What follows belongs to an exercise in optimizing a design on an open flow for a short achievable clock period and few clock cycles; a production flow would make more cautious choices.
In this exercise RTL edits were held to simulation tests only and were not proved equivalent to the original.
No activity file was given, so power comes from the tool's default toggle rates.

**flow/run.sh**
```bash
#!/bin/bash
# Standard ORFS layout (the standard.sh, unchanged synthesis) in two parts:
#  1. synthesis, floorplan and placement;
#  2. the flip-flops that drive output ports are moved next to their port
#     buffers and the placement is legalised again (flow/move_run.tcl);
#  3. clock tree, routing and finishing.
# Settings: the timing repair leaves extra setup slack so that it optimises
# towards the period the design can reach instead of stopping at the 10 ns
# clock, wider clock-tree sink clusters (fewer tree levels), and global
# routing steered to the upper metal layers (flow/fastroute.tcl).
set -euo pipefail
VARS=(SETUP_SLACK_MARGIN=6.3 TNS_END_PERCENT=100 ABC_CLOCK_PERIOD_IN_PS=3800 CAP_MARGIN=40 SLEW_MARGIN=40
      CORE_UTILIZATION=50 PLACE_DENSITY=0.60 CTS_CLUSTER_SIZE=20 CTS_CLUSTER_DIAMETER=120
      FASTROUTE_TCL="$PWD/flow/fastroute.tcl")
bash standard.sh "${VARS[@]}" place > flow_make_place.log 2>&1
ODB="$PWD/orfs/results/${FLOW_PLATFORM}/cgra_top/base/3_place.odb"
MOVE_ODB="$ODB" openroad -no_init -exit flow/move_run.tcl > flow_move.log 2>&1
bash standard.sh "${VARS[@]}" finish > flow_make.log 2>&1
```
**flow/fastroute.tcl**
```tcl
# Global routing capacity: keep most signal wiring off met1/met2, where the
# dense datapath and scratchpad cells need the tracks for pin access.
set_global_routing_layer_adjustment met1 0.55
set_global_routing_layer_adjustment met2 0.35
set_global_routing_layer_adjustment met3 0.15
set_global_routing_layer_adjustment met4 0.15
set_global_routing_layer_adjustment met5 0.15

set_routing_layers -clock $::env(MIN_CLK_ROUTING_LAYER)-$::env(MAX_ROUTING_LAYER)
set_routing_layers -signal $::env(MIN_ROUTING_LAYER)-$::env(MAX_ROUTING_LAYER)
```
**flow/move_out.tcl**
```tcl
# Move the flip-flops that drive output ports next to the port buffers, so
# the output paths are short; the paths into those flip-flops are internal
# and have time to spare. Then legalise.
set block [ord::get_db_block]
set core [$block getCoreArea]
set cx [expr {([$core xMin] + [$core xMax]) / 2}]
set cy [expr {([$core yMin] + [$core yMax]) / 2}]
set moved 0
proc driver_inst {net} {
  foreach it [$net getITerms] {
    if {[$it isOutputSignal]} { return [$it getInst] }
  }
  return ""
}
proc input_net {inst} {
  foreach it [$inst getITerms] {
    if {[$it isInputSignal]} { return [$it getNet] }
  }
  return ""
}
foreach bt [$block getBTerms] {
  if {[$bt getIoType] != "OUTPUT"} { continue }
  set net [$bt getNet]
  if {$net == "NULL" || $net == ""} { continue }
  set buf [driver_inst $net]
  if {$buf == ""} { continue }
  # walk back through buffers/inverters (single-input cells) to the flip-flop
  set cur $buf
  set chain {}
  for {set k 0} {$k < 4} {incr k} {
    set in [input_net $cur]
    if {$in == ""} { break }
    set d [driver_inst $in]
    if {$d == ""} { break }
    lappend chain $d
    set m [[$d getMaster] getName]
    if {[string match "*df*" $m]} { break }
    set cur $d
  }
  set loc [$buf getLocation]
  set bx [lindex $loc 0]; set by [lindex $loc 1]
  # step from the buffer towards the core centre
  set dx [expr {$cx > $bx ? 8000 : -8000}]
  set dy [expr {$cy > $by ? 8000 : -8000}]
  set i 1
  foreach d $chain {
    if {[$d isFixed]} { continue }
    $d setLocation [expr {$bx + $i * $dx / 2}] [expr {$by + $i * $dy / 2}]
    incr i
    incr moved
  }
}
puts "moved $moved cells"
```
**flow/move_run.tcl**
```tcl
# Reads the placed design, moves the output-driving flip-flops next to their
# port buffers (move_out.tcl), legalises and writes the placement back.
set odb $::env(MOVE_ODB)
read_db $odb
source [file join [file dirname [info script]] move_out.tcl]
detailed_placement
check_placement -verbose
write_db $odb
```
**standard.sh**
```bash
#!/bin/bash
# synth_recipe.tcl (not shown) runs the flow's synth.tcl, then flattens the netlist and writes it again
# the make line also repeats each setting of config.mk as NAME=value (left out here)
make -C /OpenROAD-flow-scripts/flow DESIGN_CONFIG=/design/flow/config.mk WORK_HOME=/design/flow/orfs CLKGATE_MAP_FILE= SYNTH_SCRIPT=/design/flow/synth_recipe.tcl "${@:-finish}"
```
**config.mk**
```make
export PLATFORM = sky130hd
export DESIGN_NAME = cgra_top
export DESIGN_NICKNAME = cgra_top
export VERILOG_FILES = /design/flow/design.v
export SDC_FILE = /design/flow/constraint.sdc
export NUM_CORES = 8
export LEC_CHECK = 0
export CAP_MARGIN = 20
export CORE_MARGIN = 2
export CORE_UTILIZATION = 40
export SLEW_MARGIN = 20
export SYNTH_MEMORY_MAX_BITS = 16384
```
**constraint.sdc**
```tcl
create_clock -name core_clock -period 10.0 [get_ports {clk}]
set_input_delay 2.0000 -clock core_clock [delete_from_list [all_inputs] [get_ports {clk}]]
set_output_delay 2.0000 -clock core_clock [all_outputs]
set_load 0.01 [all_outputs]
```
**design.v**
```verilog
package cgra_pkg;
    localparam int DATA_W = 32;
    localparam int ADDR_W = 10;
    localparam int IMM_W  = 16;
    localparam int LANES  = 4;
    localparam int LANE_W = 2;                   
    localparam int ROWS   = 256 / LANES;         
    localparam int ROW_W  = 6;                   
    localparam int SLOTS  = 4;                   
    localparam logic [2:0] CMD_CFG_PE  = 3'd0;
    localparam logic [2:0] CMD_CFG_LSU = 3'd1;
    localparam logic [2:0] CMD_MEM_WR  = 3'd2;
    localparam logic [2:0] CMD_MEM_RD  = 3'd3;
    localparam logic [2:0] CMD_RUN     = 3'd4;
    localparam logic [2:0] OP_PASS = 3'd0;
    localparam logic [2:0] OP_ADD  = 3'd1;
    localparam logic [2:0] OP_SUB  = 3'd2;
    localparam logic [2:0] OP_MUL  = 3'd3;
    localparam logic [2:0] OP_AND  = 3'd4;
    localparam logic [2:0] OP_XOR  = 3'd5;
    localparam logic [2:0] OP_SHL  = 3'd6;
    localparam int PE_CFG_W = 3 + IMM_W;         
    localparam int SLOT_G_W = 6 * 32;
    localparam int SLOT_L_W = 3 * 8 + 5;
endpackage
`timescale 1ns/1ps
import cgra_pkg::*;
module cgra_spm (
    input  logic                          clk,
    input  logic [LANES-1:0][ROWS-1:0]    rrow,
    output logic [LANES-1:0][DATA_W-1:0]  rdata,
    input  logic [LANES-1:0][ROWS-1:0]    wen,       
    input  logic [LANES-1:0][DATA_W-1:0]  wdata
);
    logic [LANES-1:0][ROWS-1:0][DATA_W-1:0] mem;
    always_ff @(posedge clk) begin
        for (int b = 0; b < LANES; b++) begin
            for (int r = 0; r < ROWS; r++) begin
                if (wen[b][r]) mem[b][r] <= wdata[b];
            end
        end
    end
    always_comb begin
        for (int b = 0; b < LANES; b++) begin
            rdata[b] = '0;
            for (int r = 0; r < ROWS; r++) begin
                rdata[b] = rdata[b] | (mem[b][r] & {DATA_W{rrow[b][r]}});
            end
        end
    end
endmodule
`timescale 1ns/1ps
import cgra_pkg::*;
module cgra_host_if (
    input  logic                          clk,
    input  logic                          arst_n,
    input  logic [44:0]                   cmd,
    input  logic                          cmd_valid,
    output logic                          cmd_ready,
    output logic [DATA_W-1:0]             rsp,
    output logic                          rsp_valid,
    input  logic                          rsp_ready,
    output logic [3:0][PE_CFG_W-1:0]      pe_cfg,
    output logic [3:0][DATA_W-1:0]        pe_cadd,      
    output logic [ADDR_W-1:0]             src_base,
    output logic [ADDR_W-1:0]             dst_base,
    output logic [ADDR_W-1:0]             count,
    output logic                          cfg_stale,    
    output logic                          run_go,       
    input  logic                          done_set,     
    input  logic [LANES-1:0]              e_we,         
    input  logic [LANES-1:0][ROW_W-1:0]   e_wrow,
    output logic [LANES-1:0]              h_we,
    output logic [ROW_W-1:0]              h_wrow,
    output logic [DATA_W-1:0]             h_wdata,
    output logic                          acc_rd,       
    output logic                          acc_wr,       
    output logic                          acc_other,    
    output logic                          run_acc,      
    output logic [7:0]                    hr_d,         
    output logic [ADDR_W-1:0]             src_next,     
    output logic                          src_wr,       
    input  logic                          host_mode,    
    input  logic [LANES-1:0][DATA_W-1:0]  rowd          
);
    logic        v_q;
    logic [44:0] cmd_q;
    logic [2:0]  op_q;
    logic [9:0]  addr_q;
    logic [31:0] data_q;
    logic [2:0]  op_in;
    logic        acc;
    logic [LANES-1:0] hsel_q;
    logic [3:0]  pe_we_q;               
    logic [2:0]  lsu_we_q;              
    logic [1:0]  stale_q;
    logic [7:0]  hr_q, hp_q;
    logic [LANES-1:0] hp_oh_q;          
    logic        busy_q;                
    logic        busy_o_q;              
    logic [DATA_W-1:0] rd_b;
    logic        ok_q;
    logic        hit, miss, miss_q1, miss_q2;
    logic        rsp_valid_q;
    logic [DATA_W-1:0] rsp_q;
    assign op_in  = cmd[44:42];
    assign acc    = cmd_valid && !busy_q;
    assign op_q   = cmd_q[44:42];
    assign addr_q = cmd_q[41:32];
    assign data_q = cmd_q[31:0];
    assign cmd_ready = !busy_o_q;
    assign rsp       = rsp_q;
    assign rsp_valid = rsp_valid_q;
    assign run_go    = v_q && (op_q == CMD_RUN);
    assign h_we      = hsel_q;
    assign h_wrow    = addr_q[7:LANE_W];
    assign h_wdata   = data_q;
    assign acc_rd    = acc && (op_in == CMD_MEM_RD);
    assign run_acc   = acc && (op_in == CMD_RUN);
    assign acc_wr    = acc && (op_in == CMD_MEM_WR);
    assign acc_other = acc && (op_in != CMD_MEM_RD) && (op_in != CMD_RUN);
    assign src_wr    = lsu_we_q[0];
    assign src_next  = src_wr ? data_q[ADDR_W-1:0] : src_base;
    assign cfg_stale = (stale_q != 2'd0);
    function automatic logic wr_hits(input logic [7:0] w,
                                     input logic [LANES-1:0] hs,
                                     input logic [7:0] ha,
                                     input logic [LANES-1:0] ewe,
                                     input logic [LANES-1:0][ROW_W-1:0] ewr);
        wr_hits = (|hs && ha == w) ||
                  (ewe[w[LANE_W-1:0]] && ewr[w[LANE_W-1:0]] == w[7:LANE_W]);
    endfunction
    logic hit_ok;
    assign hit_ok = ok_q && !wr_hits(hp_q, hsel_q, addr_q[7:0], e_we, e_wrow);
    assign hit    = acc && (op_in == CMD_MEM_RD) && (cmd[39:32] == hp_q) && hit_ok;
    assign miss   = acc && (op_in == CMD_MEM_RD) && !hit;
    always_comb begin
        rd_b = '0;
        for (int b = 0; b < LANES; b++) rd_b = rd_b | (rowd[b] & {DATA_W{hp_oh_q[b]}});
    end
    always_comb begin
        if (acc)          hr_d = hit ? (hp_q + 8'd1) : cmd[39:32];
        else if (miss_q1) hr_d = hr_q + 8'd1;
        else if (run_go)  hr_d = dst_base[7:0];
        else              hr_d = hr_q;
    end
    always_ff @(posedge clk) begin
        cmd_q  <= cmd;
    end
    always_ff @(posedge clk or negedge arst_n) begin
        if (!arst_n) begin
            v_q         <= 1'b0;
            hsel_q      <= '0;
            pe_we_q     <= '0;
            lsu_we_q    <= '0;
            rsp_q       <= '0;
            for (int k = 0; k < 4; k++) pe_cadd[k] <= '0;
            hr_q        <= '0;
            hp_q        <= '0;
            hp_oh_q     <= LANES'(1);
            busy_q      <= 1'b0;
            busy_o_q    <= 1'b0;
            ok_q        <= 1'b0;
            miss_q1     <= 1'b0;
            miss_q2     <= 1'b0;
            rsp_valid_q <= 1'b0;
            stale_q     <= 2'd3;         
            src_base    <= '0;
            dst_base    <= '0;
            count       <= '0;
            for (int k = 0; k < 4; k++) pe_cfg[k] <= '0;
        end else begin
            v_q         <= acc;
            busy_q      <= !done_set && (busy_q || (cmd_valid && op_in == CMD_RUN));
            busy_o_q    <= !done_set && (busy_o_q || (cmd_valid && op_in == CMD_RUN));
            for (int c = 0; c < LANES; c++) begin
                hsel_q[c] <= acc && (op_in == CMD_MEM_WR) && (cmd[32+LANE_W-1:32] == LANE_W'(c));
            end
            for (int k = 0; k < 4; k++) begin
                pe_we_q[k] <= acc && (op_in == CMD_CFG_PE) && (cmd[41:32] == 10'(k));
            end
            for (int k = 0; k < 3; k++) begin
                lsu_we_q[k] <= acc && (op_in == CMD_CFG_LSU) && (cmd[41:32] == 10'(k));
            end
            if (hit || miss_q2) rsp_q <= rd_b;
            hp_q    <= hr_q;
            hp_oh_q <= LANES'(1) << hr_q[LANE_W-1:0];
            ok_q    <= host_mode && !wr_hits(hr_q, hsel_q, addr_q[7:0], e_we, e_wrow);
            hr_q    <= hr_d;
            miss_q1 <= miss;
            miss_q2 <= miss_q1;
            if (hit || miss_q2) begin
                rsp_valid_q <= 1'b1;
            end else if (rsp_ready) begin
                rsp_valid_q <= 1'b0;
            end
            if (stale_q != 2'd0) stale_q <= stale_q - 2'd1;
            for (int k = 0; k < 4; k++) begin
                if (pe_we_q[k]) begin
                    pe_cfg[k]  <= data_q[PE_CFG_W-1:0];
                    pe_cadd[k] <= (data_q[PE_CFG_W-1 -: 3] == OP_SUB) ?
                                  (32'd0 - {{16{data_q[15]}}, data_q[15:0]}) :
                                  {{16{data_q[15]}}, data_q[15:0]};
                end
            end
            if (|pe_we_q) stale_q <= 2'd3;
            if (lsu_we_q[0]) src_base <= data_q[ADDR_W-1:0];
            if (lsu_we_q[1]) dst_base <= data_q[ADDR_W-1:0];
            if (lsu_we_q[2]) count    <= data_q[ADDR_W-1:0];
        end
    end
endmodule
`timescale 1ns/1ps
import cgra_pkg::*;
module cgra_load_lsu (
    input  logic                         clk,
    input  logic                         arst_n,
    input  logic                         acc_rd,
    input  logic                         acc_other,   
    input  logic                         run_acc,
    input  logic [7:0]                   hr_d,        
    input  logic [ADDR_W-1:0]            src_next,    
    input  logic                         src_wr,      
    input  logic                         eng_wr,      
    input  logic                         cfg_stale,
    input  logic [ADDR_W-1:0]            count,
    output logic [LANES-1:0][ROWS-1:0]   row,         
    output logic                         host_mode,   
    output logic                         start,       
    output logic [LANES-1:0]             lane_valid,  
    output logic                         grp_last     
);
    localparam logic [1:0] S_IDLE = 2'd0, S_PREP = 2'd1, S_STREAM = 2'd2;
    logic [1:0]           st_q;
    logic                 first_q;
    logic                 host_q;
    logic [ADDR_W:0]      rem_q;
    logic                 spec_ok, reading, abort;
    logic [ADDR_W:0]      rem;
    logic [LANES-1:0][ROWS-1:0] base_oh, next_oh;
    logic [ROWS-1:0]      host_oh;
    assign host_mode = host_q;
    logic sel_rot, sel_host, to_host, zero_cnt;
    assign zero_cnt = (count == '0);
    assign to_host  = !run_acc && (((st_q == S_PREP) && zero_cnt) ||
                                   ((st_q == S_STREAM) && first_q && zero_cnt) ||
                                   (reading && grp_last));
    assign sel_rot  = run_acc ? spec_ok :
                      (((st_q == S_PREP) && !zero_cnt && !cfg_stale) ||
                       (reading && !grp_last));
    assign sel_host = !run_acc && (to_host ||
                      ((st_q == S_IDLE) && (acc_rd || (host_q && !acc_other))));
    always_comb begin
        for (int b = 0; b < LANES; b++) begin
            base_oh[b] = ROWS'(1) << (src_next[7:LANE_W] +
                                      ((LANE_W'(b) < src_next[LANE_W-1:0]) ? 1'b1 : 1'b0));
            next_oh[b] = {row[b][ROWS-2:0], row[b][ROWS-1]};
        end
        host_oh = ROWS'(1) << hr_d[7:LANE_W];
    end
    assign spec_ok = !host_q && !src_wr && !eng_wr && (st_q == S_IDLE);
    assign abort   = first_q && ((count == '0) || cfg_stale);
    assign reading = (st_q == S_STREAM) && !abort;
    assign start   = reading && first_q;
    assign rem     = first_q ? {1'b0, count} : rem_q;
    always_comb begin
        for (int b = 0; b < LANES; b++) begin
            logic [LANE_W-1:0] off;
            off = LANE_W'(b) - src_next[LANE_W-1:0];    
            lane_valid[b] = reading && ((rem >= (ADDR_W+1)'(LANES)) ||
                                        ({{(ADDR_W+1-LANE_W){1'b0}}, off} < rem));
        end
    end
    assign grp_last = reading && (rem <= (ADDR_W+1)'(LANES));
    always_ff @(posedge clk or negedge arst_n) begin
        if (!arst_n) begin
            st_q    <= S_IDLE;
            first_q <= 1'b0;
            host_q  <= 1'b0;
            rem_q   <= '0;
            for (int b = 0; b < LANES; b++) row[b] <= ROWS'(1);
        end else begin
            if (reading) begin
                first_q <= 1'b0;
                rem_q   <= rem - (ADDR_W+1)'(LANES);
            end
            if (run_acc) host_q <= 1'b0;
            else if (to_host) host_q <= 1'b1;
            else if ((st_q == S_IDLE) && acc_rd) host_q <= 1'b1;
            else if ((st_q == S_IDLE) && acc_other) host_q <= 1'b0;
            for (int b = 0; b < LANES; b++) begin
                row[b] <= sel_rot ? next_oh[b] : (sel_host ? host_oh : base_oh[b]);
            end
            if (run_acc) begin
                first_q <= 1'b1;
                st_q    <= spec_ok ? S_STREAM : S_PREP;
            end else if (to_host) begin
                st_q    <= S_IDLE;
            end else if (st_q == S_PREP && !cfg_stale) begin
                st_q    <= S_STREAM;
            end else if (st_q == S_STREAM && abort) begin
                st_q    <= S_PREP;
            end
        end
    end
endmodule
`timescale 1ns/1ps
import cgra_pkg::*;
module cgra_pe_compile (
    input  logic                           clk,
    input  logic [3:0][PE_CFG_W-1:0]       pe_cfg,
    input  logic [3:0][DATA_W-1:0]         pe_cadd,
    output logic [2:0]                     first,      
    output logic [DATA_W-1:0]              b0_m,
    output logic [DATA_W-1:0]              b0_v,
    output logic [SLOTS-1:0][SLOT_G_W-1:0] slot_g,     
    output logic [SLOTS-1:0][SLOT_L_W-1:0] slot_l      
);
    logic [3:0]              ar;
    logic [3:0][2:0]         seg;
    logic [2:0]              n;
    logic [SLOTS:1][3:0]     a_pe_d, b_pe_d;    
    logic [3:0]              b0_pe_d;           
    logic [SLOTS:1][3:0]     a_pe, b_pe;
    logic [3:0]              b0_pe;
    always_comb begin
        for (int k = 0; k < 4; k++) begin
            logic [2:0] op;
            op = pe_cfg[k][PE_CFG_W-1 -: 3];
            ar[k] = (op == OP_ADD) || (op == OP_SUB) || (op == OP_MUL) || (op == OP_SHL);
        end
        seg[0] = {2'b0, ar[0]};
        for (int k = 1; k < 4; k++) seg[k] = seg[k-1] + {2'b0, ar[k]};
        n = seg[3];
        for (int k = 0; k < 4; k++) begin
            b0_pe_d[k] = !ar[k] && (seg[k] == 3'd0);
            for (int s = 1; s <= SLOTS; s++) begin
                a_pe_d[s][k] = ar[k]  && (3'd4 - n + seg[k]) == 3'(s);
                b_pe_d[s][k] = !ar[k] && (seg[k] != 3'd0) && (3'd4 - n + seg[k]) == 3'(s);
            end
        end
    end
    always_ff @(posedge clk) begin
        a_pe  <= a_pe_d;
        b_pe  <= b_pe_d;
        b0_pe <= b0_pe_d;
        first <= 3'd5 - n;
    end
    logic [3:0]              k_mul, k_add, k_shl;
    logic [3:0][DATA_W-1:0]  bm, bv, cadd, kconst;
    logic [3:0][SLOT_L_W-1:0] lcfg;
    always_comb begin
        for (int k = 0; k < 4; k++) begin
            logic [2:0]  op;
            logic [15:0] imm;
            logic [DATA_W-1:0] s_ext;
            logic [7:0]  sel1, sel2, neg;
            logic        b2, b1, b0;
            op    = pe_cfg[k][PE_CFG_W-1 -: 3];
            imm   = pe_cfg[k][IMM_W-1:0];
            s_ext = {{16{imm[15]}}, imm};
            k_mul[k] = (op == OP_MUL);
            k_add[k] = (op == OP_ADD) || (op == OP_SUB);
            k_shl[k] = (op == OP_SHL);
            bm[k] = (op == OP_AND) ? s_ext : '1;
            bv[k] = (op == OP_XOR) ? s_ext : '0;
            cadd[k] = pe_cadd[k];
            kconst[k] = '0;
            for (int j = 0; j < 8; j++) begin
                b2 = imm[2*j+1];
                b1 = imm[2*j];
                b0 = (j == 0) ? 1'b0 : imm[2*j-1];
                sel1[j] = b1 ^ b0;
                sel2[j] = (b2 & ~b1 & ~b0) | (~b2 & b1 & b0);
                neg[j]  = b2 & ~(b1 & b0);
                kconst[k][2*j] = neg[j];
            end
            lcfg[k] = {sel1, sel2, neg, imm[4:0]};
        end
    end
    logic [DATA_W-1:0]              b0_m_d, b0_v_d;
    logic [SLOTS-1:0][SLOT_G_W-1:0] slot_g_d;
    logic [SLOTS-1:0][SLOT_L_W-1:0] slot_l_d;
    always_comb begin
        b0_m_d = '1;
        b0_v_d = '0;
        for (int k = 0; k < 4; k++) begin
            if (b0_pe[k]) begin
                b0_v_d = (b0_v_d & bm[k]) ^ bv[k];
                b0_m_d = b0_m_d & bm[k];
            end
        end
        for (int s = 1; s <= SLOTS; s++) begin
            logic [DATA_W-1:0] m, v, ca, kc;
            logic [SLOT_L_W-1:0] l;
            logic km, ka, ks;
            km = 1'b0; ka = 1'b0; ks = 1'b0;
            ca = '0; kc = '0; l = '0;
            m = '1;
            v = '0;
            for (int k = 0; k < 4; k++) begin
                if (a_pe[s][k]) begin
                    km = km | k_mul[k];
                    ka = ka | k_add[k];
                    ks = ks | k_shl[k];
                    ca = ca | cadd[k];
                    kc = kc | kconst[k];
                    l  = l  | lcfg[k];
                end
                if (b_pe[s][k]) begin
                    v = (v & bm[k]) ^ bv[k];
                    m = m & bm[k];
                end
            end
            if (!(km || ka || ks)) v = '0;
            slot_g_d[s-1] = {m & {DATA_W{km}}, m & {DATA_W{ka}}, m & {DATA_W{ks}}, v, ca, kc};
            slot_l_d[s-1] = l;
        end
    end
    always_ff @(posedge clk) begin
        b0_m   <= b0_m_d;
        b0_v   <= b0_v_d;
        slot_g <= slot_g_d;
        slot_l <= slot_l_d;
    end
endmodule
module cgra_pe (
    input  logic                  clk,
    input  logic                  arst_n,
    input  logic                  en,       
    input  logic                  en2,      
    input  logic [SLOT_L_W-1:0]   cfg_l,
    input  logic [SLOT_G_W-1:0]   cfg_g,
    input  logic [DATA_W-1:0]     x,        
    output logic [DATA_W-1:0]     y         
);
    logic [SLOT_L_W-1:0] cl_q, ch_q;
    always_ff @(posedge clk or negedge arst_n) begin
        if (!arst_n)  cl_q <= '0;
        else if (en)  cl_q <= cfg_l;
    end
    always_ff @(posedge clk or negedge arst_n) begin
        if (!arst_n)  ch_q <= '0;
        else if (en2) ch_q <= cfg_l;
    end
    logic [DATA_W-1:0] s_mul, s_add, s_shl, bv, cadd, kconst;
    logic [4:0]        sh;
    logic [7:0]        sel1, sel2, neg, sel1h, sel2h, negh;
    logic [4:0]        shh;
    assign {s_mul, s_add, s_shl, bv, cadd, kconst} = cfg_g;
    assign {sel1, sel2, neg, sh} = cl_q;
    assign {sel1h, sel2h, negh, shh} = ch_q;
    logic [8:0][DATA_W-1:0] pp;
    always_comb begin
        for (int j = 0; j < 8; j++) begin
            logic [DATA_W-1:0] z, zh;
            z  = ({DATA_W{sel1[j]}} & x) | ({DATA_W{sel2[j]}} & {x[DATA_W-2:0], 1'b0});
            z  = z ^ {DATA_W{neg[j]}};
            zh = ({DATA_W{sel1h[j]}} & x) | ({DATA_W{sel2h[j]}} & {x[DATA_W-2:0], 1'b0});
            zh = zh ^ {DATA_W{negh[j]}};
            pp[j] = ((z << (2 * j)) & 32'h0000_FFFF) | ((zh << (2 * j)) & 32'hFFFF_0000);
        end
        pp[8] = kconst;
    end
    function automatic logic [2*DATA_W-1:0] csa(input logic [DATA_W-1:0] a,
                                                 input logic [DATA_W-1:0] b,
                                                 input logic [DATA_W-1:0] c);
        logic [DATA_W-1:0] s, cy;
        s  = a ^ b ^ c;
        cy = (a & b) | (a & c) | (b & c);
        csa = {s, cy[DATA_W-2:0], 1'b0};
    endfunction
    logic [DATA_W-1:0] l1s0, l1c0, l1s1, l1c1, l1s2, l1c2;
    logic [DATA_W-1:0] l2s0, l2c0, l2s1, l2c1;
    logic [DATA_W-1:0] l3s, l3c;
    logic [DATA_W-1:0] l4s, l4c;
    assign {l1s0, l1c0} = csa(pp[0], pp[1], pp[2]);
    assign {l1s1, l1c1} = csa(pp[3], pp[4], pp[5]);
    assign {l1s2, l1c2} = csa(pp[6], pp[7], pp[8]);
    assign {l2s0, l2c0} = csa(l1s0, l1c0, l1s1);
    assign {l2s1, l2c1} = csa(l1c1, l1s2, l1c2);
    assign {l3s, l3c}   = csa(l2s0, l2c0, l2s1);
    assign {l4s, l4c}   = csa(l3s, l3c, l2c1);
    logic [DATA_W-1:0] ms_q, mc_q;
    always_ff @(posedge clk) begin
        ms_q <= l4s;
        mc_q <= l4c;
    end
    logic [DATA_W-1:0] y_mul, y_add, y_shl;
    assign y_mul = ms_q + mc_q;
    assign y_add = x + cadd;
    assign y_shl = x << sh;
    logic [DATA_W-1:0] kb;
    assign kb    = bv & ~(s_mul | s_add | s_shl);
    assign y     = (s_mul & (y_mul ^ bv)) | (s_add & (y_add ^ bv)) |
                   (s_shl & (y_shl ^ bv)) | kb;
endmodule
`timescale 1ns/1ps
import cgra_pkg::*;
module cgra_store_lsu (
    input  logic                             clk,
    input  logic                             arst_n,
    input  logic                             start,
    input  logic                             run_go,
    input  logic [ADDR_W-1:0]                src_base,
    input  logic [ADDR_W-1:0]                dst_base,
    input  logic [ADDR_W-1:0]                count,
    input  logic [LANES-1:0]                 f_valid,    
    input  logic [LANES-1:0][DATA_W-1:0]     f_data,
    input  logic                             f_last_d,   
    input  logic [LANES-1:0]                 f_valid_d,  
    output logic [LANES-1:0]                 we,         
    output logic [LANES-1:0][ROW_W-1:0]      wrow,
    output logic [LANES-1:0]                 we_d,       
    output logic [LANES-1:0][ROW_W-1:0]      wrow_d,
    output logic [LANES-1:0][DATA_W-1:0]     wdata,
    output logic                             done_set,
    output logic                             done
);
    logic [LANES-1:0][LANES-1:0] esel_q;    
    logic [LANE_W-1:0] rot, d_lo;
    logic [ROW_W-1:0]  d_hi;
    logic              done_q;
    assign d_lo = dst_base[LANE_W-1:0];
    assign d_hi = dst_base[7:LANE_W];
    assign rot  = src_base[LANE_W-1:0] - d_lo;
    always_comb begin
        for (int c = 0; c < LANES; c++) begin
            we[c]    = 1'b0;
            wdata[c] = '0;
            for (int l = 0; l < LANES; l++) begin
                we[c]    = we[c] | (esel_q[c][l] & f_valid[l]);
                wdata[c] = wdata[c] | (f_data[l] & {DATA_W{esel_q[c][l]}});
            end
        end
    end
    assign done_set = f_last_d || (run_go && count == '0);
    assign done     = done_q;
    logic [LANES-1:0][LANES-1:0] esel_d;
    always_comb begin
        for (int c = 0; c < LANES; c++) begin
            for (int l = 0; l < LANES; l++) begin
                esel_d[c][l] = start ? (LANE_W'(l) == LANE_W'(c) + rot) : esel_q[c][l];
            end
            wrow_d[c] = start ? (d_hi + ((LANE_W'(c) < d_lo) ? 1'b1 : 1'b0)) :
                        ((|f_valid) ? wrow[c] + 1'b1 : wrow[c]);
            we_d[c] = |(esel_d[c] & f_valid_d);
        end
    end
    always_ff @(posedge clk or negedge arst_n) begin
        if (!arst_n) begin
            esel_q <= '0;
            wrow   <= '0;
            done_q <= 1'b0;
        end else begin
            done_q <= done_set;
            esel_q <= esel_d;
            wrow   <= wrow_d;
        end
    end
endmodule
`timescale 1ns/1ps
import cgra_pkg::*;
module cgra_top #(
    parameter int NUM_PE    = 4,
    parameter int SPM_DEPTH = 256
) (
    input  logic        clk,
    input  logic        arst_n,
    input  logic [44:0] cmd,         
    input  logic        cmd_valid,
    output logic        cmd_ready,
    output logic [31:0] rsp,
    output logic        rsp_valid,
    input  logic        rsp_ready,
    output logic        done
);
    logic [3:0][PE_CFG_W-1:0]  pe_cfg;
    logic [3:0][DATA_W-1:0]    pe_cadd;
    logic [ADDR_W-1:0]         src_base, dst_base, count;
    logic                      cfg_stale, run_go, done_set;
    logic [LANES-1:0]          h_we;
    logic [ROW_W-1:0]          h_wrow;
    logic [DATA_W-1:0]         h_wdata;
    logic                      acc_rd, acc_wr, acc_other, run_acc, src_wr, host_mode;
    logic [7:0]                hr_d;
    logic [ADDR_W-1:0]         src_next;
    logic                      start, grp_last;
    logic [LANES-1:0][ROWS-1:0]   rd_row;
    logic [LANES-1:0]          lane_valid;
    logic [LANES-1:0][DATA_W-1:0] spm_rdata;
    logic [LANES-1:0][DATA_W-1:0] rowd;       
    logic [2:0]                first;
    logic [DATA_W-1:0]         b0_m, b0_v;
    logic [SLOTS-1:0][SLOT_G_W-1:0] slot_g;
    logic [SLOTS-1:0][SLOT_L_W-1:0] slot_l;
    logic [LANES-1:0]             e_we, e_we_d;
    logic [LANES-1:0][ROW_W-1:0]  e_wrow, e_wrow_d;
    logic [LANES-1:0][ROWS-1:0]   wen_q;       
    logic [LANES-1:0]             f_v_d;
    logic [LANES-1:0][DATA_W-1:0] e_wdata, spm_wdata;
    cgra_host_if u_host_if (
        .clk       (clk),
        .arst_n    (arst_n),
        .cmd       (cmd),
        .cmd_valid (cmd_valid),
        .cmd_ready (cmd_ready),
        .rsp       (rsp),
        .rsp_valid (rsp_valid),
        .rsp_ready (rsp_ready),
        .pe_cfg    (pe_cfg),
        .pe_cadd   (pe_cadd),
        .src_base  (src_base),
        .dst_base  (dst_base),
        .count     (count),
        .cfg_stale (cfg_stale),
        .run_go    (run_go),
        .done_set  (done_set),
        .e_we      (e_we),
        .e_wrow    (e_wrow),
        .h_we      (h_we),
        .h_wrow    (h_wrow),
        .h_wdata   (h_wdata),
        .acc_rd    (acc_rd),
        .acc_wr    (acc_wr),
        .acc_other (acc_other),
        .run_acc   (run_acc),
        .hr_d      (hr_d),
        .src_next  (src_next),
        .src_wr    (src_wr),
        .host_mode (host_mode),
        .rowd      (rowd)
    );
    cgra_pe_compile u_compile (
        .clk     (clk),
        .pe_cfg  (pe_cfg),
        .pe_cadd (pe_cadd),
        .first  (first),
        .b0_m   (b0_m),
        .b0_v   (b0_v),
        .slot_g (slot_g),
        .slot_l (slot_l)
    );
    cgra_load_lsu u_load_lsu (
        .clk        (clk),
        .arst_n     (arst_n),
        .acc_rd     (acc_rd),
        .acc_other  (acc_other),
        .run_acc    (run_acc),
        .hr_d       (hr_d),
        .src_next   (src_next),
        .src_wr     (src_wr),
        .eng_wr     (|f_v),
        .cfg_stale  (cfg_stale),
        .count      (count),
        .host_mode  (host_mode),
        .start      (start),
        .row        (rd_row),
        .lane_valid (lane_valid),
        .grp_last   (grp_last)
    );
    logic [SLOTS:1][LANES-1:0][DATA_W-1:0] in_q;      
    logic [SLOTS:1][LANES-1:0][DATA_W-1:0] y;         
    logic [SLOTS:1][LANES-1:0]             in_v, m_v, out_v;
    logic [SLOTS:1]                        in_l, m_l, out_l;
    logic [SLOTS:1]                        k_mul;
    logic [LANES-1:0][DATA_W-1:0]          entry;
    logic [LANES-1:0][DATA_W-1:0]          f_q;
    logic [LANES-1:0]                      f_v;
    logic                                  f_l_d;
    logic [LANES-1:0]                      idle;
    logic [LANES-1:0][SLOTS+1:1]           ent_q;     
    always_comb begin
        for (int b = 0; b < LANES; b++) begin
            idle[b] = !f_v[b];
            for (int s = 1; s <= SLOTS; s++) idle[b] = idle[b] && !in_v[s][b] && !m_v[s][b];
        end
    end
    for (genvar b = 0; b < LANES; b++) begin : g_entry
        assign entry[b] = (rowd[b] & b0_m) ^ b0_v;
        always_ff @(posedge clk or negedge arst_n) begin
            if (!arst_n) begin
                ent_q[b] <= '0;
            end else if (idle[b]) begin
                for (int s = 1; s <= SLOTS + 1; s++) ent_q[b][s] <= (first == 3'(s));
            end
        end
    end
    for (genvar s = 1; s <= SLOTS; s++) begin : g_slot
        assign k_mul[s] = |slot_g[s-1][SLOT_G_W-1 -: DATA_W];
        assign out_v[s] = k_mul[s] ? m_v[s] : in_v[s];
        assign out_l[s] = k_mul[s] ? m_l[s] : in_l[s];
        for (genvar b = 0; b < LANES; b++) begin : g_lane
            cgra_pe u_pe (
                .clk   (clk),
                .arst_n(arst_n),
                .en    (idle[b]),
                .en2   (!in_v[s][b] && !m_v[s][b]),
                .cfg_l (slot_l[s-1]),
                .cfg_g (slot_g[s-1]),
                .x     (in_q[s][b]),
                .y     (y[s][b])
            );
            if (s == 1) begin : g_in1
                always_ff @(posedge clk) in_q[s][b] <= entry[b];
            end else begin : g_inn
                always_ff @(posedge clk) begin
                    in_q[s][b] <= y[s-1][b] | (entry[b] & {DATA_W{ent_q[b][s]}});
                end
            end
        end
        always_ff @(posedge clk or negedge arst_n) begin
            if (!arst_n) begin
                in_v[s] <= '0;
                in_l[s] <= 1'b0;
                m_v[s]  <= '0;
                m_l[s]  <= 1'b0;
            end else begin
                if (s == 1) begin
                    in_v[s] <= (first == 3'd1) ? lane_valid : '0;
                    in_l[s] <= (first == 3'd1) && grp_last;
                end else begin
                    in_v[s] <= (first == 3'(s)) ? lane_valid : out_v[s-1];
                    in_l[s] <= (first == 3'(s)) ? grp_last : out_l[s-1];
                end
                m_v[s] <= in_v[s];
                m_l[s] <= in_l[s];
            end
        end
    end
    assign f_l_d = (first == 3'd5) ? grp_last : out_l[SLOTS];
    for (genvar b = 0; b < LANES; b++) begin : g_f
        always_ff @(posedge clk) begin
            f_q[b] <= y[SLOTS][b] | (entry[b] & {DATA_W{ent_q[b][SLOTS+1]}});
        end
    end
    assign f_v_d = (first == 3'd5) ? lane_valid : out_v[SLOTS];
    always_ff @(posedge clk or negedge arst_n) begin
        if (!arst_n) f_v <= '0;
        else         f_v <= f_v_d;
    end
    cgra_store_lsu u_store_lsu (
        .clk      (clk),
        .arst_n   (arst_n),
        .start    (start),
        .run_go   (run_go),
        .src_base (src_base),
        .dst_base (dst_base),
        .count    (count),
        .f_valid  (f_v),
        .f_data   (f_q),
        .f_last_d (f_l_d),
        .f_valid_d(f_v_d),
        .we       (e_we),
        .wrow     (e_wrow),
        .we_d     (e_we_d),
        .wrow_d   (e_wrow_d),
        .wdata    (e_wdata),
        .done_set (done_set),
        .done     (done)
    );
    always_ff @(posedge clk or negedge arst_n) begin
        if (!arst_n) begin
            wen_q <= '0;
        end else begin
            for (int c = 0; c < LANES; c++) begin
                for (int r = 0; r < ROWS; r++) begin
                    wen_q[c][r] <= (e_we_d[c] && e_wrow_d[c] == ROW_W'(r)) ||
                                   (acc_wr && cmd[32+LANE_W-1:32] == LANE_W'(c) &&
                                    cmd[39:32+LANE_W] == ROW_W'(r));
                end
            end
        end
    end
    for (genvar c = 0; c < LANES; c++) begin : g_wport
        assign spm_wdata[c] = h_we[c] ? h_wdata : e_wdata[c];
    end
    cgra_spm u_spm (
        .clk   (clk),
        .rrow  (rd_row),
        .rdata (spm_rdata),
        .wen   (wen_q),
        .wdata (spm_wdata)
    );
    for (genvar b = 0; b < LANES; b++) begin : g_rowd
        logic fwd;
        assign fwd = h_we[b] && |(rd_row[b] & wen_q[b]);
        always_ff @(posedge clk) begin
            rowd[b] <= fwd ? h_wdata : spm_rdata[b];
        end
    end
endmodule
```
==> impl_metrics.yaml, run 1 <==
outcome:
  outcome: "finished clean"
synth:
  syn_area_mm2: 0.635
  synth_edf_count: 8192
  yosys-top-cells-area: "edfxtp_1 (39%), dfxtp_1 (7.1%), a22oi_1 (7.1%), fa_1 (6.9%), dfrtp_1 (6.6%)"
  syn_avg_cell_area_um2: 12.4
  synth_top_area_share_pct: 38.7
  async_reset_ff_share_pct: 13.9
  synth_cell_types: 106
  ys_ff_latch: 12100
  yosysWarnings: 7
  synthFlopType: "edfxtp_1"
  yosysTopAreaCell: "edfxtp_1"
  netlist_instances: 51100
  ys_seq_area_share_pct: 52.5
sta:
  setup_violations: 0
  fin_ws_ns: 5.90
  slew_viol_final: 0
  relSlewSlack_pct: 5.09
  hold_violations: 0
  finClkSkew_ns: 0.192
  period_minus_slack_ns: 4.10
  rsz0062_at_grt: "true"
  fmax_ghz: 0.244
  fin_crit_sh_pct: 41.0
  worstMarginPinSlew_ns: 1.42
  finalSetupTns_ns: 0
clock_tree:
  cts_buffers: 725
  clkSinkCount: 12100
  cts_hold_buf: 0
  cts_tree: "built"
  max-clock-path-buffers: 5
  path_clk_slew_ns: 0.09
  cts_max_level: 6
  clk_latency_ns: 1.45
  clockRootBuffer: "clkbuf_16"
floorplanning:
  ios: 84
  fp-row-count: 414
  dieArea_mm2: 1.28
  core_area_mm2: 1.27
  die_w_mm: 1.13
  start_util_pct: 50.1
  dieHeight_mm: 1.13
setup_path:
  r2r_end: "rowd[75]"
  startpoint_type: "register"
  critPathSlowestCell: "a31oi_1"
  arrival_ns: 5.20
  reg2reg_depth: 8
  r2r_setup_slack_ns: 5.90
  crit_path_max_fanout: 33
  path_class: "register to register"
  required_ns: 11.10
  cpPeakStageDelay_ns: 1.05
  cp_cell_sequence: "a22o_1, a221oi_1, nand3_1, or4_1, o41ai_4, clkbuf_8, nor2_1, a31oi_1"
  reg2reg_from: "u_load_lsu.row[146]"
  critPathCaptureType: "register"
power_and_ir_drop:
  clkPwrFrac_pct: 29.7
  power.net_switching_mw: 37.2
  combPwrFrac_pct: 18.3
  internal_power_mw: 73.2
  leakagePower_nw: 269
  p_sw_share_pct: 33.7
  p_seq_share_pct: 52.1
  power_density_mw_per_mm2: 157
  ir_drop_uv: 206
grt:
  grt_overflow: 0
  grt_pass1_wl_mm: 4600
  antenna_found_initial: 825
  grt_start_max_net_pins: 132
  grtUsageTotal_pct: 66.9
  grt_pass1_vias: 519000
hold_path:
  min_path_type: "register to register"
  hold_path_end: "m_l[2]"
  min-delay-start: "in_l[2]"
  hold_path_depth: 0
place:
  placed_cells: 66000
  io_buffers: 83
  dp_hpwl_mm: 2310
  gp_congestion: 1.09
  pre_cts_ws_ns: 2.80
layout:
  stdcell_count: 70100
  fill_cells: 103000
  layout-drive-gt1-share_pct: 14.5
  fin_nets: 54100
  area_growth_pct: 10.5
route:
  post-route-drc-count: 0
  routedWlPerCell_um: 49.9
  vias_per_cell: 7.22
  drt-initial-drc-count: 49800
  vias: 506000
  drt_pass1_iterations: 10
  wl_mm: 3500
  ant_nets: 0
flow_run:
  cap_violations: 0
[worst max-delay path by stage]
stage / startpoint / end / slack [ns]
after detailed placement: cmd_valid / u_load_lsu.row[12] / 2.80
after global placement: cmd_valid / u_load_lsu.row[97] / 2.74
after global routing: g_slot[3].g_lane[0].u_pe.mc_q[4] / in_q[407] / 5.93
after floorplan: cmd[37] / u_load_lsu.row[129] / 5.72
after CTS: u_host_if.rsp_q[8] / rsp[8] / 6.05
final: u_load_lsu.row[146] / rowd[75] / 5.90
[synthesized netlist by cell type (55+ instances only)]
cell type / number
nand2_1: 2208
o221ai_1: 167
nor3_1: 477
nand3_1: 639
a22oi_1: 6016
nor4_1: 194
inv_1: 2404
dfxtp_1: 2262
nor4b_1: 63
and2_1: 164
a21oi_1: 1453
a221oi_1: 1217
a222oi_1: 75
o22ai_1: 344
a22o_1: 1020
o21bai_1: 101
a31oi_1: 429
o211ai_1: 94
mux2_2: 1139
a31o_2: 56
o21ai_0: 767
mux4_2: 351
or3_1: 82
xor2_1: 1977
mux2i_1: 666
buf_1: 786
edfxtp_1: 8192
nor2b_1: 170
o21a_1: 136
nand4_1: 623
xnor2_1: 3987
dfrtp_1: 1675
nand2b_1: 178
buf_2: 55
fa_1: 2179
and3_1: 153
nor2_1: 1609
a21o_1: 487
clkbuf_1: 3423
ha_1: 1657
o22a_1: 118
a311oi_1: 80
a221o_1: 335
a211oi_1: 227
[routing by layer]
layer	wire, um	track usage, %	vias to the layer above
met2	1300000	78.5	52100
met3	717000	56.7	20300
met4	515000	65.7	771
met1	938000	72.4	240000
li1	-	-	192000
met5	27600	26.8	-
[flip-flops by register name, summed over array words and instances, names as in the netlist, 16 cells and up]
| register | flops |
|---|---|
| u_host_if.pe_cfg | 72 |
| g_slot.g_lane.u_pe.mc_q | 448 |
| u_host_if.pe_cadd | 68 |
| g_slot.g_lane.u_pe.cl_q | 432 |
| u_compile.slot_l | 108 |
| u_compile.slot_g | 320 |
| f_q | 128 |
| g_slot.g_lane.u_pe.ch_q | 384 |
| u_store_lsu.wrow | 24 |
| u_host_if.rsp_q | 32 |
| m_v | 16 |
| u_host_if.cmd_q | 43 |
| u_compile.b0_v | 16 |
| u_spm.mem | 8192 |
| wen_q | 256 |
| ent_q | 16 |
| u_load_lsu.row | 256 |
| u_compile.b0_m | 16 |
| in_v | 16 |
| u_store_lsu.esel_q | 16 |
| g_slot.g_lane.u_pe.ms_q | 512 |
| in_q | 512 |
| rowd | 128 |
[cell type report]
class | instances | area (um^2) | share of cell area (%)
timing repair buffer | 2640 | 23900 | 3.40
multi-input combinational | 32300 | 284000 | 40.5
inverter | 2439 | 9190 | 1.31
clock buffer | 1188 | 20100 | 2.87
antenna | 2364 | 5920 | 0.843
tap | 16800 | 21100 | 3.00
clock inverter | 146 | 2390 | 0.341
sequential | 12100 | 335000 | 47.8
[power groups by stage]
stage                     sequential, mW  clock (mW)  combinational (mW)
after floorplan                     55.8           0                7.07
after global placement              58.4           0                16.3
after detailed placement            58.4           0                16.4
after CTS                           57.1        32.5                17.7
after global routing                57.3        34.1                19.8
final                               57.5        32.8                20.2
[critical path: cells and delay by family (launching register included)]
family | cells | cell delay, ns
simple gates | 3 | 0.76
buf+inv | 1 | 0.47
compound gates | 4 | 1.81
flops | 1 | 0.71
[cells by family (layout without fill, tap and decap cells)]
kind of cell	after synthesis	in the layout	share of synthesized area (%)
other	1	2370	0.000591
XOR/XNOR	5964	5964	8.23
AND/OR/NAND/NOR	6750	6762	5.00
adder cells (fa/ha/maj)	3836	3836	10.1
AO/OA/AOI/OAI	13600	13600	15.8
flip-flops	12100	12100	52.5
buffers and inverters	6727	6413	4.01
multiplexers	2156	2156	4.32
[cells in the final DEF (no fill, tap or decap), drive strengths merged, types with 101 or more instances in the layout]
| master | netlist | final |
|---|---|---|
| edfxtp | 8192 | 8192 |
| a22oi | 6016 | 6016 |
| xnor2 | 3987 | 3987 |
| buf | 863 | 2578 |
| inv | 2425 | 2490 |
| diode | 0 | 2364 |
| dfxtp | 2262 | 2262 |
| nand2 | 2210 | 2213 |
| fa | 2179 | 2179 |
| xor2 | 1977 | 1977 |
| dfrtp | 1675 | 1675 |
| ha | 1657 | 1657 |
| nor2 | 1609 | 1609 |
| a21oi | 1454 | 1454 |
| a221oi | 1220 | 1220 |
| clkbuf | 3425 | 1206 |
| mux2 | 1139 | 1139 |
| a22o | 1020 | 1020 |
| o21ai | 807 | 807 |
| mux2i | 666 | 666 |
| nand3 | 640 | 640 |
| nand4 | 623 | 623 |
| a21o | 487 | 487 |
| nor3 | 485 | 485 |
| a31oi | 429 | 429 |
| mux4 | 351 | 351 |
| o22ai | 344 | 344 |
| a221o | 335 | 335 |
| a211oi | 227 | 227 |
| nor4 | 196 | 196 |
| nand2b | 179 | 184 |
| and2 | 173 | 173 |
| nor2b | 170 | 170 |
| o221ai | 167 | 167 |
| and3 | 153 | 153 |
| o21a | 137 | 137 |
| o22a | 118 | 118 |
| o21bai | 101 | 101 |
[metrics by stage]
stage	hold WS [ns]	utilization [%]	cell area (um^2)	power [mW]
4_1_cts	0.393	54.5	691000	107
3_3_place_gp	0.357	52.1	661000	74.7
5_1_grt	0.407	55.2	700000	111
6_report	0.391	55.3	702000	110
3_5_place_dp	0.367	52.3	664000	74.9
2_1_floorplan	0.352	-	636000	62.8
[repair_timing]
action,4_1_cts,5_1_grt
pin swaps,71,94
gates resized for setup,899,591
buffers inserted,151,120
setup endpoints to repair,1009,841
cloned,15,3
Testbench counts, summed over its fixed seeds: cycles 9,107.
==> run 2, diff against run 1 <==
--- a/flow/run.sh
+++ b/flow/run.sh
@@ -7,11 +7,14 @@
 # Settings: the timing repair leaves extra setup slack so that it optimises
 # towards the period the design can reach instead of stopping at the 10 ns
 # clock, wider clock-tree sink clusters (fewer tree levels), and global
-# routing steered to the upper metal layers (flow/fastroute.tcl).
+# routing steered to the upper metal layers (flow/fastroute.tcl); the data
+# ports are placed as one group, so that the flip-flops moved next to the
+# output ports stay close to each other.
 set -euo pipefail
 VARS=(SETUP_SLACK_MARGIN=6.3 TNS_END_PERCENT=100 ABC_CLOCK_PERIOD_IN_PS=3800 CAP_MARGIN=40 SLEW_MARGIN=40
       CORE_UTILIZATION=50 PLACE_DENSITY=0.60 CTS_CLUSTER_SIZE=20 CTS_CLUSTER_DIAMETER=120
-      FASTROUTE_TCL="$PWD/flow/fastroute.tcl")
+      FASTROUTE_TCL="$PWD/flow/fastroute.tcl"
+      "PLACE_PINS_ARGS=-group_pins {rsp[0] rsp[1] rsp[2] rsp[3] rsp[4] rsp[5] rsp[6] rsp[7] rsp[8] rsp[9] rsp[10] rsp[11] rsp[12] rsp[13] rsp[14] rsp[15] rsp[16] rsp[17] rsp[18] rsp[19] rsp[20] rsp[21] rsp[22] rsp[23] rsp[24] rsp[25] rsp[26] rsp[27] rsp[28] rsp[29] rsp[30] rsp[31] rsp_valid done cmd_ready rsp_ready cmd_valid cmd[0] cmd[1] cmd[2] cmd[3] cmd[4] cmd[5] cmd[6] cmd[7] cmd[8] cmd[9] cmd[10] cmd[11] cmd[12] cmd[13] cmd[14] cmd[15] cmd[16] cmd[17] cmd[18] cmd[19] cmd[20] cmd[21] cmd[22] cmd[23] cmd[24] cmd[25] cmd[26] cmd[27] cmd[28] cmd[29] cmd[30] cmd[31] cmd[32] cmd[33] cmd[34] cmd[35] cmd[36] cmd[37] cmd[38] cmd[39] cmd[40] cmd[41] cmd[42] cmd[43] cmd[44] arst_n}")
 bash standard.sh "${VARS[@]}" place > flow_make_place.log 2>&1
 ODB="$PWD/orfs/results/${FLOW_PLATFORM}/cgra_top/base/3_place.odb"
 MOVE_ODB="$ODB" openroad -no_init -exit flow/move_run.tcl > flow_move.log 2>&1
==> impl_metrics.yaml, run 2 <==
route:
  post-route-drc-count: 0
  vias: 502000
  routedWlPerCell_um: 49.7
  ant_nets: 0
  drt-initial-drc-count: 47300
  wl_mm: 3470
  vias_per_cell: 7.19
  drt_pass1_iterations: 10
sta:
  setup_violations: 0
  slew_viol_final: 0
  fin_crit_sh_pct: 40.0
  hold_violations: 0
  holdWs_ns: 0.390
  fmax_ghz: 0.250
  relSlewSlack_pct: 8.39
  rsz0062_at_grt: "true"
  worstMarginPinSlew_ns: 1.37
  finClkSkew_ns: 0.171
  finalSetupTns_ns: 0
  period_minus_slack_ns: 4.00
power_and_ir_drop:
  leakagePower_nw: 268
  power_density_mw_per_mm2: 157
  ir_drop_uv: 195
synth:
  ys_ff_latch: 12100
  synth_compound_area_share_pct: 15.8
  ys_seq_area_share_pct: 52.5
  synth_edf_count: 8192
  muxShareOfSynthArea_pct: 4.32
  async_reset_ff_share_pct: 13.9
  yosys-top-cells-area: "edfxtp_1 (39%), dfxtp_1 (7.1%), a22oi_1 (7.1%), fa_1 (6.9%), dfrtp_1 (6.6%)"
  synthFlopType: "edfxtp_1"
  synth_cell_types: 106
  synthXorXnorAreaFrac_pct: 8.23
  syn_avg_cell_area_um2: 12.4
  syn_area_mm2: 0.635
  synth-simple-area-share_pct: 5.00
  synth_top_area_share_pct: 38.7
  yosysWarnings: 7
  synthTopCellsByCount: "edfxtp_1 (8192), a22oi_1 (6016), xnor2_1 (3987), clkbuf_1 (3423), inv_1 (2404)"
  netlist_instances: 51100
  synth_most_common_cell: "edfxtp_1"
  yosysTopAreaCell: "edfxtp_1"
  synthAdderAreaFrac_pct: 10.1
  synth_top_family_by_area: "compound AO/OA/AOI/OAI gates"
setup_path:
  startpoint_type: "primary input"
  r2r_setup_slack_ns: 6.06
  cp_cell_sequence: "dlygate4sd2_1, buf_12, xnor2_2, nand4_1, nor4_4, buf_6, buf_4, o21ai_4, nand2b_4, clkbuf_16, nor2_1, a31oi_4"
  critPathSlowestCell: "a31oi_4"
  reg2reg_from: "u_host_if.hp_q[1]"
  path_class: "primary input to register"
  reg2reg_depth: 7
  arrival_ns: 5.08
  r2r_end: "u_host_if.rsp_q[7]"
  critPathCaptureType: "register"
  required_ns: 11.08
  cpPeakStageDelay_ns: 1.02
  critPathLaunch: "cmd[37]"
  crit_path_max_fanout: 20
grt:
  grtUsageTotal_pct: 66.1
  grt_pass1_wl_mm: 4540
  grt_overflow: 0
  grt_start_max_net_pins: 138
  grt_pass1_vias: 512000
  antenna_found_initial: 798
floorplanning:
  ios: 84
  dieHeight_mm: 1.13
  dieArea_mm2: 1.28
  fp-row-count: 414
  die_w_mm: 1.13
  start_util_pct: 50.1
  core_area_mm2: 1.27
clock_tree:
  clkSinkCount: 12100
  cts_max_level: 6
  cts_buffers: 719
  max-clock-path-buffers: 5
  path_clk_slew_ns: 0.09
  cts_hold_buf: 0
  cts_tree: "built"
  clk_latency_ns: 1.37
  clockRootBuffer: "clkbuf_16"
layout:
  fill_cells: 104000
  largest_register_ffs: 8192
  largest-register: "u_spm.mem"
  fin_nets: 54000
  final_common_cell: "edfxtp_1"
  layout-drive-gt1-share_pct: 14.3
  layout_common_cells: "edfxtp_1 (8192), a22oi_1 (6010), xnor2_1 (3827)"
  reg_top3: "u_spm.mem x8192, g_slot.g_lane.u_pe.ms_q x512, in_q x512"
  area_growth_pct: 10.1
hold_path:
  min_path_type: "register to register"
  hold_path_end: "m_l[1]"
  min-delay-start: "in_l[1]"
  hold_path_depth: 0
place:
  dp_hpwl_mm: 2270
  io_buffers: 83
  gp_congestion: 1.11
outcome:
  outcome: "finished clean"
flow_run:
  cap_violations: 0
run 2: cell counts after synthesis:
Identical to the previous run, type by type.
run 2: worst max-delay path: cells and delay by family:
kind	cells	cell delay, ns
buffers and inverters	5	0.97
AO/OA/AOI/OAI	2	1.13
AND/OR/NAND/NOR	4	0.76
XOR/XNOR	1	0.16
run 2: worst max path at each step:
stage	endpoint	cells after the start	slack [ns]
3_3_place_gp	u_load_lsu.row[15]	12	2.76
5_1_grt	rsp[8]	1	6.03
3_5_place_dp	u_load_lsu.row[143]	12	2.75
6_report	u_host_if.rsp_q[2]	12	6.00
4_1_cts	rsp[17]	1	6.04
2_1_floorplan	u_load_lsu.row[129]	12	5.72
run 2: timing repair:
item / in CTS / in global routing
cloned: 6 / 11
setup buffers: 120 / 126
resized for setup: 850 / 657
endpoints found under the setup margin: 896 / 778
pin swaps: 53 / 94
run 2: power by group:
group	leakage [nW]	total [mW]	internal [mW]	switching, mW
sequential	124	57.6	54.1	3.52
clock	10.4	32.2	14.0	18.2
combinational	133	20.2	4.69	15.5
run 2: layout make-up:
type / instances / area (um^2) / share of cell area (%)
antenna: 2233 / 5590 / 0.800
clock buffer: 1130 / 19700 / 2.82
clock inverter: 136 / 2200 / 0.314
inverter: 2439 / 9170 / 1.31
multi-input combinational: 32300 / 283000 / 40.5
sequential: 12100 / 335000 / 48.0
tap: 16800 / 21100 / 3.02
timing repair buffer: 2509 / 22400 / 3.20
run 2: kinds of logic after synthesis:
family,count (synthesis)
fa+ha+maj,3836
xor+xnor,5964
buf+inv,6727
other cells,1
compound gates,13600
mux,2156
flops,12100
simple gates,6750
run 2: through the flow:
step	area [um^2]	util [%]	setup slack (ns)	instances	total power, mW
after floorplan	636000	-	5.72	51200	62.8
after global placement	660000	52.0	2.76	65900	74.9
after detailed placement	663000	52.2	2.75	65900	75.0
after CTS	688000	54.3	6.04	67300	107
after global routing	697000	54.9	6.03	69000	111
final	699000	55.1	6.00	69700	110
run 2: metal layers:
metal	global-route usage [%]	part of all wire [%]	up-vias
met3	54.5	20	19000
met1	71.8	27	240000
li1	-	-	192000
met5	23.8	0.74	-
met2	78.2	38	50000
met4	66.2	14	649
==> run 3, diff against run 2 <==
--- a/design.v
+++ b/design.v
@@ -70,6 +70,8 @@
     input  logic                          done_set,     
     input  logic [LANES-1:0]              e_we,         
     input  logic [LANES-1:0][ROW_W-1:0]   e_wrow,
+    input  logic [LANES-1:0]              e_we_d,       
+    input  logic [LANES-1:0][ROW_W-1:0]   e_wrow_d,
     output logic [LANES-1:0]              h_we,
     output logic [ROW_W-1:0]              h_wrow,
     output logic [DATA_W-1:0]             h_wdata,
@@ -130,8 +132,8 @@
         wr_hits = (|hs && ha == w) ||
                   (ewe[w[LANE_W-1:0]] && ewr[w[LANE_W-1:0]] == w[7:LANE_W]);
     endfunction
-    logic hit_ok;
-    assign hit_ok = ok_q && !wr_hits(hp_q, hsel_q, addr_q[7:0], e_we, e_wrow);
+    logic hit_ok, eng_hit_q;
+    assign hit_ok = ok_q && !eng_hit_q && !(|hsel_q && addr_q[7:0] == hp_q);
     assign hit    = acc && (op_in == CMD_MEM_RD) && (cmd[39:32] == hp_q) && hit_ok;
     assign miss   = acc && (op_in == CMD_MEM_RD) && !hit;
     always_comb begin
@@ -161,6 +163,7 @@
             busy_q      <= 1'b0;
             busy_o_q    <= 1'b0;
             ok_q        <= 1'b0;
+            eng_hit_q   <= 1'b0;
             miss_q1     <= 1'b0;
             miss_q2     <= 1'b0;
             rsp_valid_q <= 1'b0;
@@ -186,6 +189,7 @@
             hp_q    <= hr_q;
             hp_oh_q <= LANES'(1) << hr_q[LANE_W-1:0];
             ok_q    <= host_mode && !wr_hits(hr_q, hsel_q, addr_q[7:0], e_we, e_wrow);
+            eng_hit_q <= e_we_d[hr_q[LANE_W-1:0]] && (e_wrow_d[hr_q[LANE_W-1:0]] == hr_q[7:LANE_W]);
             hr_q    <= hr_d;
             miss_q1 <= miss;
             miss_q2 <= miss_q1;
@@ -222,6 +226,7 @@
     input  logic [ADDR_W-1:0]            src_next,    
     input  logic                         src_wr,      
     input  logic                         eng_wr,      
+    input  logic                         host_wr,     
     input  logic                         cfg_stale,
     input  logic [ADDR_W-1:0]            count,
     output logic [LANES-1:0][ROWS-1:0]   row,         
@@ -258,7 +263,7 @@
         end
         host_oh = ROWS'(1) << hr_d[7:LANE_W];
     end
-    assign spec_ok = !host_q && !src_wr && !eng_wr && (st_q == S_IDLE);
+    assign spec_ok = !host_q && !src_wr && !eng_wr && !host_wr && (st_q == S_IDLE);
     assign abort   = first_q && ((count == '0) || cfg_stale);
     assign reading = (st_q == S_STREAM) && !abort;
     assign start   = reading && first_q;
@@ -385,8 +390,11 @@
         b0_m_d = '1;
         b0_v_d = '0;
         for (int k = 0; k < 4; k++) begin
+            logic [DATA_W-1:0] later;
+            later = '1;
+            for (int j = k + 1; j < 4; j++) later = later & (b0_pe[j] ? bm[j] : '1);
             if (b0_pe[k]) begin
-                b0_v_d = (b0_v_d & bm[k]) ^ bv[k];
+                b0_v_d = b0_v_d ^ (bv[k] & later);
                 b0_m_d = b0_m_d & bm[k];
             end
         end
@@ -408,7 +416,10 @@
                     l  = l  | lcfg[k];
                 end
                 if (b_pe[s][k]) begin
-                    v = (v & bm[k]) ^ bv[k];
+                    logic [DATA_W-1:0] later;
+                    later = '1;
+                    for (int j = k + 1; j < 4; j++) later = later & (b_pe[s][j] ? bm[j] : '1);
+                    v = v ^ (bv[k] & later);
                     m = m & bm[k];
                 end
             end
@@ -618,6 +629,8 @@
         .done_set  (done_set),
         .e_we      (e_we),
         .e_wrow    (e_wrow),
+        .e_we_d    (e_we_d),
+        .e_wrow_d  (e_wrow_d),
         .h_we      (h_we),
         .h_wrow    (h_wrow),
         .h_wdata   (h_wdata),
@@ -651,6 +664,7 @@
         .src_next   (src_next),
         .src_wr     (src_wr),
         .eng_wr     (|f_v),
+        .host_wr    (|h_we),
         .cfg_stale  (cfg_stale),
         .count      (count),
         .host_mode  (host_mode),
@@ -782,11 +796,5 @@
         .wen   (wen_q),
         .wdata (spm_wdata)
     );
-    for (genvar b = 0; b < LANES; b++) begin : g_rowd
-        logic fwd;
-        assign fwd = h_we[b] && |(rd_row[b] & wen_q[b]);
-        always_ff @(posedge clk) begin
-            rowd[b] <= fwd ? h_wdata : spm_rdata[b];
-        end
-    end
+    always_ff @(posedge clk) rowd <= spm_rdata;
 endmodule
--- a/flow/move_out.tcl
+++ b/flow/move_out.tcl
@@ -46,6 +46,17 @@
   foreach d $chain {
     if {[$d isFixed]} { continue }
     $d setLocation [expr {$bx + $i * $dx / 2}] [expr {$by + $i * $dy / 2}]
+    # next to the port buffer the flip-flop drives a short wire: the
+    # smallest drive strength switches fastest
+    set m [[$d getMaster] getName]
+    if {[regexp {^(sky130_fd_sc_hd__df[a-z]+)_[0-9]+$} $m -> base]} {
+      set small [[ord::get_db] findMaster ${base}_1]
+      if {$small != "NULL" && $small != ""} {
+        $d swapMaster $small
+        # keep the timing repair from sizing it back up
+        $d setDoNotTouch 1
+      }
+    }
     incr i
     incr moved
   }
==> impl_metrics.yaml, run 3 <==
outcome:
  outcome: "did not finish"
  stop_stage: "4_1_cts"
  error: "[ERROR ODB-0370] Attempt to disconnect term CLK of dont_touch instance u_store_lsu.done_q$_DFF_PN0_"
synth:
  yosys-top-cells-area: "edfxtp_1 (39%), dfxtp_1 (7.2%), fa_1 (6.9%), dfrtp_1 (6.6%), xnor2_1 (5.5%)"
  synthFlopType: "edfxtp_1"
  async_reset_ff_share_pct: 13.9
  synthTopCellsByCount: "edfxtp_1 (8192), xnor2_1 (4005), a22oi_1 (3668), clkbuf_1 (3322), inv_1 (2412)"
  ys_ff_latch: 12100
  syn_avg_cell_area_um2: 12.6
  synth_most_common_cell: "edfxtp_1"
  yosysTopAreaCell: "edfxtp_1"
  syn_area_mm2: 0.632
  synth_edf_count: 8192
  ys_seq_area_share_pct: 52.7
  synth_cell_types: 97
  yosysWarnings: 7
  synth_top_area_share_pct: 38.9
  netlist_instances: 50100
floorplanning:
  die_w_mm: 1.13
  start_util_pct: 50.1
  fp-row-count: 413
  ios: 84
  dieHeight_mm: 1.13
place:
  dp_hpwl_mm: 2210
  gp_congestion: 1.10
  pre_cts_ws_ns: 3.10
  io_buffers: 83
clock_tree:
  clkSinkCount: 12100
==> run 3: changes by cell type after synthesis, moves of 121 or more <==
cell / delta
nor2_1: -168
nor4_1: -133
nand2_1: +124
nand3_1: -324
a31oi_1: -221
a221oi_1: +1102
a22o_1: +1072
nor3_1: -138
a22oi_1: -2348
or4_1: +121
==> run 3: power groups by stage <==
stage	Clock [mW]	Sequential (mW)	Combinational, mW
2_1_floorplan	0	54.9	3.85
3_3_place_gp	0	56.1	10.4
3_5_place_dp	0	56.1	10.5
==> run 3: worst max-delay path by stage <==
stage	startpoint	to	slack, ns	cells after the start
2_1_floorplan	cmd[34]	u_load_lsu.row[107]	5.86	13
3_3_place_gp	cmd_valid	u_load_lsu.row[232]	2.96	11
3_5_place_dp	cmd_valid	u_load_lsu.row[226]	3.10	11
==> run 3: stage by stage <==
step,util (%),hold WS [ns],instance area [um^2],instances
2_1_floorplan,-,0.350,633000,50100
3_3_place_gp,52.0,0.356,656000,64700
3_5_place_dp,52.2,0.364,659000,64800
==> run 3: cell families after synthesis <==
family,Yosys count,share of synthesized area (%)
AOI/OAI and AO/OA,13100,15.7
xor gates and xnor gates,6020,8.34
adders and majority gates,3836,10.2
buffers and inverters,6547,3.91
DFF,12100,52.7
muxes,2255,4.56
other,1,0.000593
and+or+nand+nor,6144,4.54
Testbench counts of run 3, summed over its fixed seeds: cycles 9,107.

## afterwards: timing with drivers on the ports
In the flow no input, the clock included, has a driving cell. The finished layouts below were timed again as built, in two steps.
Step 1 sets driving cells, clkbuf_16 on the clock port and buf_2 on the other inputs (assumed; they add their load-dependent delay and slew).
Step 2 times the ports against the registers' clock, not the clock port: input delays grow and output delays shrink by t, the midpoint of the rising clock arrivals with the driver on.
a / b / c = ideal / step 1 / step 2; a / b = the first two.
run | t, ns | setup slack, ns | worst hold slack (ns) | worst register clock-pin slew, ns | cell pins on the clock port's net
run 1 | 1.568 | 5.903 / 5.817 / 4.543 | 0.391 / 0.391 / 0.391 | 0.11 / 0.11 | 1
run 2 | 1.497 | 5.999 / 5.787 / 4.290 | 0.390 / 0.390 / 0.390 | 0.11 / 0.11 | 1
After both steps every run listed still meets setup and hold. The setup slack of run 2, which loses most, moves by -0.212 ns with the drivers and by -1.709 ns with both steps.
